Context: an optimization exercise on an open-source flow, tuned for small area, a short achievable clock period and few clock cycles. The choices shown serve that exercise and are no tape-out recipe. At most, simulation tests tie the RTL to the original design; equivalence was not proved. Power and IR drop assume default switching activity.

## the reference run
// rbt_send_top
module rbt_send_top (
    input  logic                       clk,
    input  logic                       rst,
    input  logic [64-1:0]     s_tdata,
    input  logic [8-1:0]     s_tkeep,
    input  logic                       s_tvalid,
    output logic                       s_tready,
    input  logic                       s_tlast,
    input  logic [16-1:0]     s_tuser,
    output logic [64-1:0]     m_tdata,
    output logic [8-1:0]     m_tkeep,
    output logic                       m_tvalid,
    input  logic                       m_tready,
    output logic                       m_tlast,
    output logic [16-1:0]     m_tuser,
    input  logic [16-1:0] csr_wr_addr,
    input  logic [32-1:0] csr_wr_data,
    input  logic                       csr_wr_en,
    output logic                       csr_wr_ack,
    input  logic [16-1:0] csr_rd_addr,
    input  logic                       csr_rd_en,
    output logic [32-1:0] csr_rd_data,
    output logic                       csr_rd_ack
);
export LEC_CHECK = 0
export ABC_CLOCK_PERIOD_IN_PS = 2200
export CAP_MARGIN = 20
export CORE_MARGIN = 2
export CORE_UTILIZATION = 40
export SETUP_SLACK_MARGIN = 3.3
export SLEW_MARGIN = 20
create_clock -name core_clock -period 5.5 [get_ports {clk}]
run.sh (not shown) runs the stock make flow with config.mk's settings and CLKGATE_MAP_FILE= SYNTH_SCRIPT=/design/flow/synth_recipe.tcl, a recipe that flattens the netlist after the stock synthesis.
Both conditions hold for the reference run: the flow ran to the end and the final layout passed the timing, design-rule and antenna checks.
Edits applied to the flow inputs when going from the reference run to the trial run:
# the reference run
export LEC_CHECK = 0
export ABC_CLOCK_PERIOD_IN_PS = 2200
export CAP_MARGIN = 20
export CORE_MARGIN = 2
export CORE_UTILIZATION = 40
export SETUP_SLACK_MARGIN = 3.3
export SLEW_MARGIN = 20
create_clock -name core_clock -period 5.5 [get_ports {clk}]
# the trial run
export LEC_CHECK = 0
export CAP_MARGIN = 20
export CORE_MARGIN = 2
export CORE_UTILIZATION = 40
export SLEW_MARGIN = 20
create_clock -name core_clock -period 5.5 [get_ports {clk}]
[summary]
- NOTE: proportion of power drawn by combinational gates in the trial run falls short of that of the reference run
- Comparing met1 routing resource usage after global routing for the trial run and the reference run, the smaller number came from the trial run.
- The reference run → the trial run: met2 layer wire length in the routed design went down by about 12%; met3 wire length went down.
- Compared with the reference run, the trial run shows a lower total power after layout.
- Diff the reference run -> the trial run: power in sequential cells barely changed, proportion of cell area occupied by registers climbed 6.4 points, total half-perimeter wirelength after legalization and detailed placement dropped 2.0 mm, share of total power consumed by net switching dropped 1.4 points.
- Residual DRC count delta (the trial run -> the reference run): insignificant
No run of this note included a check of the RTL's function; only the layout flow was run.

rbt_send_top, a different RTL version from the one above (not shown whole).
Size: about 7700 cells after synthesis, roughly 3400 flip-flops, about 280 I/O pins, ~0.12 sq mm of cells after synthesis.
clock: 5.5 ns
lec_check: 0
abc_clock_period_in_ps: 2500
cap_margin: 20
core_margin: 2
core_utilization: 55
cts_cluster_diameter: 150
cts_cluster_size: 20
setup_slack_margin: 3.1
slew_margin: 20
Testbench counts at the start, summed over its fixed seeds: cycles 16,423.
Then changed:
CTS_CLUSTER_DIAMETER = 100   (was 150)
CTS_CLUSTER_SIZE = 25   (was 20)
SETUP_SLACK_MARGIN = 3.0   (was 3.1)
What happened: The new run completed without violations; via count goes down by 0.40%; register-to-register slack loses 0.08 ns; global-route usage stays flat; final cell count falls by 1.2%; wire length hardly moves; area after synthesis does not change.

== lane 1 ==
Another version of the RTL of rbt_send_top (not shown whole).
Size: ~7800 cells after synthesis, roughly 280 I/O pins, ~0.12 mm² of cells after synthesis.
clock: 5.5 ns
lec_check: 0
abc_clock_period_in_ps: 2500
cap_margin: 20
core_margin: 2
core_utilization: 61
cts_cluster_diameter: 150
cts_cluster_size: 20
setup_slack_margin: 3.25
slew_margin: 20
Testbench counts of lane 1, summed over its fixed seeds: cycles 16,423.
Edits applied to the flow inputs when going from lane 1 to lane 3:
- SETUP_SLACK_MARGIN now 3.15, was 3.25
- CORE_UTILIZATION now 58, was 61
Results
Re fmax: lane 3 is about 0.9% up on lane 1.
[compare] base=lane 1 new=lane 3: final-layout worst hold slack held steady, worst-case headroom to the max-slew limit went down, power spent charging and discharging nets now larger, met2 routing resource usage after global routing lost 3.6 points.
Measured against each other, lane 1 and lane 3 differ in sequential share of layout area, the lower figure coming from lane 1.
Per the comparison of lane 3 with lane 1, layout multi-input combinational cell count ~0 delta; total power consumption of the routed design saw little to no change.

afterwards: timing with drivers on the ports:
No port has a modelled driver above. Below, the same layouts with a new extraction and two added sets of constraints.
Step 1: set_driving_cell puts a clkbuf_16 on clk and a buf_2 on each other input, an assumption about the parent block.
Step 2 times the ports against the registers' clock, not the clock port: input delays grow and output delays shrink by t, the midpoint of the rising clock arrivals with the driver on.
a / b / c = ideal / step 1 / step 2; a / b = the first two.
run | t (ns) | slack for setup (ns) | worst setup path at the end | worst register clock-pin slew, ns | cell pins on the clock port's net
the reference run | 1.038 | 2.515 / 2.408 / 1.882 | input to register | 0.07 / 0.07 | 1
the trial run | 0.975 | 1.368 / 1.368 / 0.959 | input to register | 0.07 / 0.07 | 1
the first run of note 2 | 0.990 | 2.960 / 2.854 / 2.191 | input to register | 0.10 / 0.10 | 1
the second run of note 2 | 0.968 | 2.957 / 2.859 / 2.139 | input to register | 0.11 / 0.11 | 1
lane 1 | 0.965 | 2.939 / 2.840 / 2.367 | input to register | 0.10 / 0.10 | 1
lane 3 | 0.978 | 2.962 / 2.863 / 2.266 | input to register | 0.10 / 0.10 | 1
After both steps setup and hold are still met in every run listed. The setup slack of the second run of note 2, which loses most, moves by -0.098 ns with the drivers and by -0.818 ns with both steps.
